This design comes from an exercise in tuning for small area and a short achievable clock period on the open sky130 flow, not from production work.
The RTL was checked by simulation tests, not by an equivalence proof against the original design.

`design/flow/design.v`:
```
package attack_pkg;
  localparam int unsigned HIT     = 0;
  localparam int unsigned SMASH_U = 1;
  localparam int unsigned SMASH_R = 4;
  localparam int unsigned JAB     = 5;
  localparam int unsigned SPEC_U  = 6;
  localparam int unsigned SPEC_R  = 9;
  localparam int unsigned SPEC_N  = 10;
  localparam int unsigned ACTIVE  = 11;
  function automatic logic [1:0] hitCode(input logic [SPEC_N:SMASH_U] t);
    logic smash, jab, spec;
    smash = |t[SMASH_R:SMASH_U];
    jab   = t[JAB];
    spec  = |t[SPEC_R:SPEC_U];
    if (smash)     hitCode = 2'b11;
    else if (jab)  hitCode = 2'b01;
    else if (spec) hitCode = 2'b10;
    else           hitCode = 2'b00;
  endfunction
  function automatic logic hitValid(input logic [SPEC_N:SMASH_U] t);
    hitValid = |t;
  endfunction
  function automatic logic [3:0] hitDmg(input logic [1:0] c);
    hitDmg = {c[1] | ~c[0], c[1] & c[0], c[1] | c[0], c[0]};
  endfunction
  function automatic logic [1:0] hitTier(input logic [1:0] c);
    hitTier = {c[1] | ~c[0], c[0]};
  endfunction
endpackage
module kb_scaler #(
  parameter int unsigned DMG_W = 10
) (
  input  logic signed [15:0]      base,
  input  logic        [DMG_W-1:0] damage,
  output logic signed [15:0]      scaled
);
  logic signed [DMG_W+1:0]  factor;
  logic signed [DMG_W+17:0] product;
  logic signed [DMG_W+10:0] sum;
  always_comb begin
    factor  = $signed({2'b00, damage}) + $signed((DMG_W+2)'(128));
    product = base * factor;
    sum     = product[DMG_W+17:7];
    if (sum > $signed((DMG_W+11)'(32767))) begin
      scaled = 16'sh7FFF;
    end else if (sum < -$signed((DMG_W+11)'(32767))) begin
      scaled = 16'sh8001;
    end else begin
      scaled = sum[15:0];
    end
  end
endmodule
module attack_arbiter #(
  parameter int unsigned        STUN_W      = 24,
  parameter logic [STUN_W-1:0]  STUN_CYCLES = 24'd20,
  parameter int unsigned        DMG_W       = 10,
  parameter int unsigned        DMG_MAX     = 999
) (
  input  logic             clock,
  input  logic             reset,
  input  logic [31:0]      p1_attack,
  input  logic [31:0]      p1_knockback,
  input  logic [31:0]      p2_attack,
  input  logic [31:0]      p2_knockback,
  output logic [DMG_W-1:0] p1_damage,
  output logic [DMG_W-1:0] p2_damage,
  output logic [31:0]      p1_kb_out,
  output logic             p1_kb_valid,
  output logic [31:0]      p2_kb_out,
  output logic             p2_kb_valid,
  output logic             p1_stunned,
  output logic             p2_stunned,
  output logic             clash
);
  localparam int unsigned SW = 5;
  logic              p1Block, p2Block;        
  logic              p1Pending, p2Pending;
  logic [1:0]        p1Code, p2Code;
  logic [31:0]       p1KbBase, p2KbBase;
  logic [SW-1:0]     p1StunCount, p2StunCount;
  logic [DMG_W-1:0]  p1Damage, p2Damage;
  logic [31:0]       p1KbOut, p2KbOut;
  logic              p1KbValid, p2KbValid, clashReg;
  logic              eval;                    
  logic              p1HitEv, p2HitEv, p1Stun, p2Stun;
  logic              p1Cand, p2Cand, p1Victim, p2Victim, clashNow;
  logic              vicIsP1;
  logic [1:0]        p1Tier, p2Tier, atkCode;
  logic [DMG_W-1:0]  vicDamage, newDamage;
  logic [DMG_W:0]    dmgSum;
  logic [31:0]       atkKb, kbScaled;
  assign p1Stun = (p1StunCount != '0);
  assign p2Stun = (p2StunCount != '0);
  assign p1HitEv = p1_attack[attack_pkg::HIT] & p1_attack[attack_pkg::ACTIVE] & ~p1Block & ~p1Stun
                   & attack_pkg::hitValid(p1_attack[attack_pkg::SPEC_N:attack_pkg::SMASH_U]);
  assign p2HitEv = p2_attack[attack_pkg::HIT] & p2_attack[attack_pkg::ACTIVE] & ~p2Block & ~p2Stun
                   & attack_pkg::hitValid(p2_attack[attack_pkg::SPEC_N:attack_pkg::SMASH_U]);
  always_comb begin
    p1Tier   = attack_pkg::hitTier(p1Code);
    p2Tier   = attack_pkg::hitTier(p2Code);
    p1Cand   = p1Pending & ~p1Stun & ~p2Stun;
    p2Cand   = p2Pending & ~p1Stun & ~p2Stun;
    p1Victim = eval & p2Cand & (~p1Cand | (p2Tier > p1Tier));
    p2Victim = eval & p1Cand & (~p2Cand | (p1Tier > p2Tier));
    clashNow = eval & p1Cand & p2Cand & (p1Tier == p2Tier);
  end
  always_comb begin
    vicIsP1   = p2Pending & (~p1Pending | (p2Tier > p1Tier));
    vicDamage = vicIsP1 ? p1Damage : p2Damage;
    atkCode   = vicIsP1 ? p2Code : p1Code;
    atkKb     = vicIsP1 ? p2KbBase : p1KbBase;
    dmgSum    = {1'b0, vicDamage} + (DMG_W+1)'(attack_pkg::hitDmg(atkCode));
    newDamage = (dmgSum > (DMG_W+1)'(DMG_MAX)) ? DMG_W'(DMG_MAX) : dmgSum[DMG_W-1:0];
  end
  kb_scaler #(.DMG_W(DMG_W)) uKbX (.base(atkKb[31:16]), .damage(newDamage), .scaled(kbScaled[31:16]));
  kb_scaler #(.DMG_W(DMG_W)) uKbY (.base(atkKb[15:0]),  .damage(newDamage), .scaled(kbScaled[15:0]));
  always_ff @(posedge clock) begin
    if (!reset) begin
      p1Block   <= p1_attack[attack_pkg::ACTIVE];
      p2Block   <= p2_attack[attack_pkg::ACTIVE];
      p1Pending <= 1'b0;
      p2Pending <= 1'b0;
    end else begin
      if (p1HitEv) p1Block <= 1'b1;
      else if (!p1_attack[attack_pkg::ACTIVE]) p1Block <= 1'b0;
      if (p2HitEv) p2Block <= 1'b1;
      else if (!p2_attack[attack_pkg::ACTIVE]) p2Block <= 1'b0;
      if (p1HitEv) p1Pending <= 1'b1;
      else if (eval) p1Pending <= 1'b0;
      if (p2HitEv) p2Pending <= 1'b1;
      else if (eval) p2Pending <= 1'b0;
    end
  end
  always_ff @(posedge clock) begin
    if (p1HitEv) begin
      p1Code   <= attack_pkg::hitCode(p1_attack[attack_pkg::SPEC_N:attack_pkg::SMASH_U]);
      p1KbBase <= p1_knockback;
    end
    if (p2HitEv) begin
      p2Code   <= attack_pkg::hitCode(p2_attack[attack_pkg::SPEC_N:attack_pkg::SMASH_U]);
      p2KbBase <= p2_knockback;
    end
  end
  always_ff @(posedge clock) begin
    if (!reset) begin
      eval        <= 1'b0;
      p1Damage    <= '0;
      p2Damage    <= '0;
      p1KbOut     <= '0;
      p2KbOut     <= '0;
      p1KbValid   <= 1'b0;
      p2KbValid   <= 1'b0;
      p1StunCount <= '0;
      p2StunCount <= '0;
      clashReg    <= 1'b0;
    end else begin
      eval      <= ~eval & ~p1KbValid & ~p2KbValid & (p1Pending | p2Pending);
      p1KbValid <= p1Victim;
      p2KbValid <= p2Victim;
      clashReg  <= clashNow;
      if (p1Victim) begin
        p1Damage    <= newDamage;
        p1KbOut     <= kbScaled;
        p1StunCount <= SW'(STUN_CYCLES);
      end else if (p1Stun) begin
        p1StunCount <= p1StunCount - SW'(1);
      end
      if (p2Victim) begin
        p2Damage    <= newDamage;
        p2KbOut     <= kbScaled;
        p2StunCount <= SW'(STUN_CYCLES);
      end else if (p2Stun) begin
        p2StunCount <= p2StunCount - SW'(1);
      end
    end
  end
  assign p1_damage   = p1Damage;
  assign p2_damage   = p2Damage;
  assign p1_kb_out   = p1KbOut;
  assign p2_kb_out   = p2KbOut;
  assign p1_kb_valid = p1KbValid;
  assign p2_kb_valid = p2KbValid;
  assign p1_stunned  = p1Stun;
  assign p2_stunned  = p2Stun;
  assign clash       = clashReg;
endmodule
```
`design/flow/run.sh`:
```
#!/bin/bash
# synth_recipe.tcl (not shown) runs the flow's synth.tcl, then flattens the netlist and writes it again
# the make line also repeats each setting of config.mk as NAME=value (left out here)
make -C /OpenROAD-flow-scripts/flow DESIGN_CONFIG=/design/flow/config.mk WORK_HOME=/design/flow/orfs CLKGATE_MAP_FILE= SYNTH_SCRIPT=/design/flow/synth_recipe.tcl finish
```
`design/flow/config.mk`:
```
export PLATFORM = sky130hd
export DESIGN_NAME = attack_arbiter
export DESIGN_NICKNAME = attack_arbiter
export VERILOG_FILES = /design/flow/design.v
export SDC_FILE = /design/flow/constraint.sdc
export NUM_CORES = 4
export LEC_CHECK = 0
export CAP_MARGIN = 20
export CORE_MARGIN = 2
export CORE_UTILIZATION = 40
export SLEW_MARGIN = 20
```
`design/flow/constraint.sdc`:
```
create_clock -name core_clock -period 12.0 [get_ports {clock}]
set_input_delay 2.4000 -clock core_clock [delete_from_list [all_inputs] [get_ports {clock}]]
set_output_delay 2.4000 -clock core_clock [all_outputs]
set_load 0.01 [all_outputs]
```
==> flow_summary.ini <==
[outcome]
outcome = complete, no violations

[min_path]
hp-start = p1StunCount[4]
hp-class = reg -> reg

[cts]
cts_buffers = 17
cts_tree = built
cts_sinks = 170
clock_path_buffers = 2
htreeDepth = 4
insertion_delay_ps = 490
root_buffer = clkbuf_16
clk_pin_slew_ps = 80

[global_route]
grtUsageTotal_pct = 23.1
grt_overflow_total = 0
grt_max_degree = 45
antenna_found_initial = 0
first_global_vias = 18200
grt_pass1_wl_um = 97400

[synthesis]
ys_top_cells_by_area = fa_1 30%, edfxtp_1 9.9%, dfxtp_1 9.4%
yosysTopAreaCell = fa_1
synth_edf_count = 70
synth_area_mm2 = 0.0212
ys_ff_latch = 170
syn_avg_cell_area_um2 = 8.55
yosysMostFrequentCell = nand2_1
syn_inst = 2481
synthDominantCellAreaShare_pct = 30.3
synth_nets = 3057
seq_area_frac_synth_pct = 19.3
synth_cell_type_count = 80
ys_top_cells_by_count = 496 x nand2_1, 466 x inv_1, 321 x fa_1
synth_ff_type = dfxtp_1
synthArstFlopShare_pct = 0
yosys_warnings = 2

[cells_and_area]
final-instance-count-excl-fill = 3338
final_layout_size_suffix_gt1_share_pct = 5.25
syn2layout_area_growth_pct = 16.0
register_area_mm2 = 0.00410
multi_input_area_mm2 = 0.0150
final_util_pct = 46.8
fillers = 5132
fin_nets = 3212
fin_area_mm2 = 0.0246

[setup_path]
crit_type = reg -> reg
cpPeakStageDelay_ps = 550
crit_slowest_cell = fa_1
start_kind = flip-flop
cp-end-kind = flip-flop
timing.rr.start = p1Code[0]
crit_start = p1Code[0]
path_buf_inv = 6
path_delay_family = adder cells
path_max_fanout = 11
cp.arrival_ps = 11600
cp.required_ps = 12410
cp_common_cell = fa_1

[floorplanning]
rows = 84
die_y_um = 234
die_area_mm2 = 0.0549
initial_utilization_pct = 40.4
fp.dieW_um = 234
core-area_mm2 = 0.0526
ios = 219

[timing]
fin_setup_tns_ps = 0
rsz0062_at_grt = no
final_max_slew_viol_count = 0
fmax_ghz = 0.0894
final-setup-viol-count = 0
period_minus_slack_ps = 11190
finalCritPeriodShare_pct = 93.2
worst_pin_slew_ps = 1090
slew-limit-headroom_pct = 26.8
fin_skew_ps = 13.2
hold_violations = 0

[route]
viasPerCell = 5.21
vias = 17400
routed_wl_um = 61100
antenna_left = 0
drc = 0
drt_iter0_drc = 1001
dr.pass1.iters = 6
routedWlPerCell_um = 18.3

[run]
drv_cap = 0

[placed_design]
dp.cells = 3302
dp_hpwl_um = 48900
dpl-instance-area_mm2 = 0.0239
portBuffers = 178
place.gp.congestion = 0.883
[worst min-delay path, delay by kind of cell, from the launching register on]
kind             cells  cell delay, ps
DFF                  1             320
and+or+nand+nor      2             100
[cell type report]
type	count	area share (%)
diodes	1	0.0102
well taps	688	3.50
repair buffers	239	9.23
clock inverters	14	0.590
inverters	467	7.12
clock buffers	18	1.83
flip-flops and latches	170	16.7
multi-input cells	1741	61.0
[placed cells by master (no fill, tap or decap), types with 27 or more instances in the layout]
master           count
nand2_1            496
inv_1              466
fa_1               321
clkdlybuf4s50_1    178
nor2_1             136
ha_1               124
a21oi_1            103
dfxtp_1            100
o21ai_0             77
edfxtp_1            70
buf_4               59
xnor2_1             36
nor2b_1             35
nand3_1             29
mux2i_1             29
xor2_1              27
[routing by layer]
layer / track usage, % / wire length (um)
met5: 0.893 / 62
met4: 6.84 / 1320
met3: 4.39 / 3550
met2: 38.0 / 28300
met1: 30.9 / 27800
[cells by family after synthesis]
kind of cell,after synthesis,synth area share [%]
multiplexers,33,1.60
buffers and inverters,570,10.2
flip-flops,170,19.3
AND/OR/NAND/NOR,831,17.0
AO/OA/AOI/OAI,367,11.5
adder cells (fa/ha/maj),446,37.7
XOR/XNOR,64,2.64
[path summary, 6_finish.rpt]
| path | end | slack, ps | depth (start not counted) |
|---|---|---|---|
| max | p2KbOut[22] | 810 | 41 |
| min | p1StunCount[4] | 450 | 2 |
| max reg2reg | p2KbOut[22] | 810 | 41 |
| min reg2reg | p1StunCount[4] | 450 | 2 |
[registers in the layout, indices dropped and copies added, names as in the netlist]
name,count
clashReg,1
eval,1
p1Block,1
p1Code,2
p1Damage,10
p1KbBase,32
p1KbOut,32
p1KbValid,1
p1Pending,1
p1StunCount,5
p2Block,1
p2Code,2
p2Damage,10
p2KbBase,32
p2KbOut,32
p2KbValid,1
p2Pending,1
p2StunCount,5
[per-stage QoR]
stage               setup WS, ps  hold slack, ps
global route                65.8             483
detailed placement           345             447
global placement             494             440
finish                       810             453
floorplan                    492             431
CTS                          268             458
[timing repair]
item / CTS / global route
buffers inserted: 0 / 2
resized for setup: 0 / 4
hold endpoints to repair: 0 / 0
setup endpoints to repair: 0 / 52
hold buffers: 0 / 0

==> static timing again, ports no longer ideal <==
How much do the figures lean on ideal ports? The routed layout below was timed once more, with nothing changed but the port constraints.
Step 1, drivers: a clkbuf_16 drives clock and a buf_2 each remaining input, both assumed.
Step 2 moves the port delays by t, midway between the first and last clock arrival at a register: inputs arrive t later, outputs are due t later. That takes back most of the time a late clock gives input paths.
a / b / c = ideal ports / drivers / drivers and shift; a / b = the first two.
t (ns): 0.546
slack for setup (ns): 0.810 / 0.810 / 0.810
worst setup path at the end: register to register
clock arrival spread, ns: 0.014 / 0.013
worst slew at a driven data input, ns: 0.04
After both steps this run still meets setup and hold. For this run, drivers alone change the setup slack by 0.000 ns; drivers and shift together by 0.000 ns.
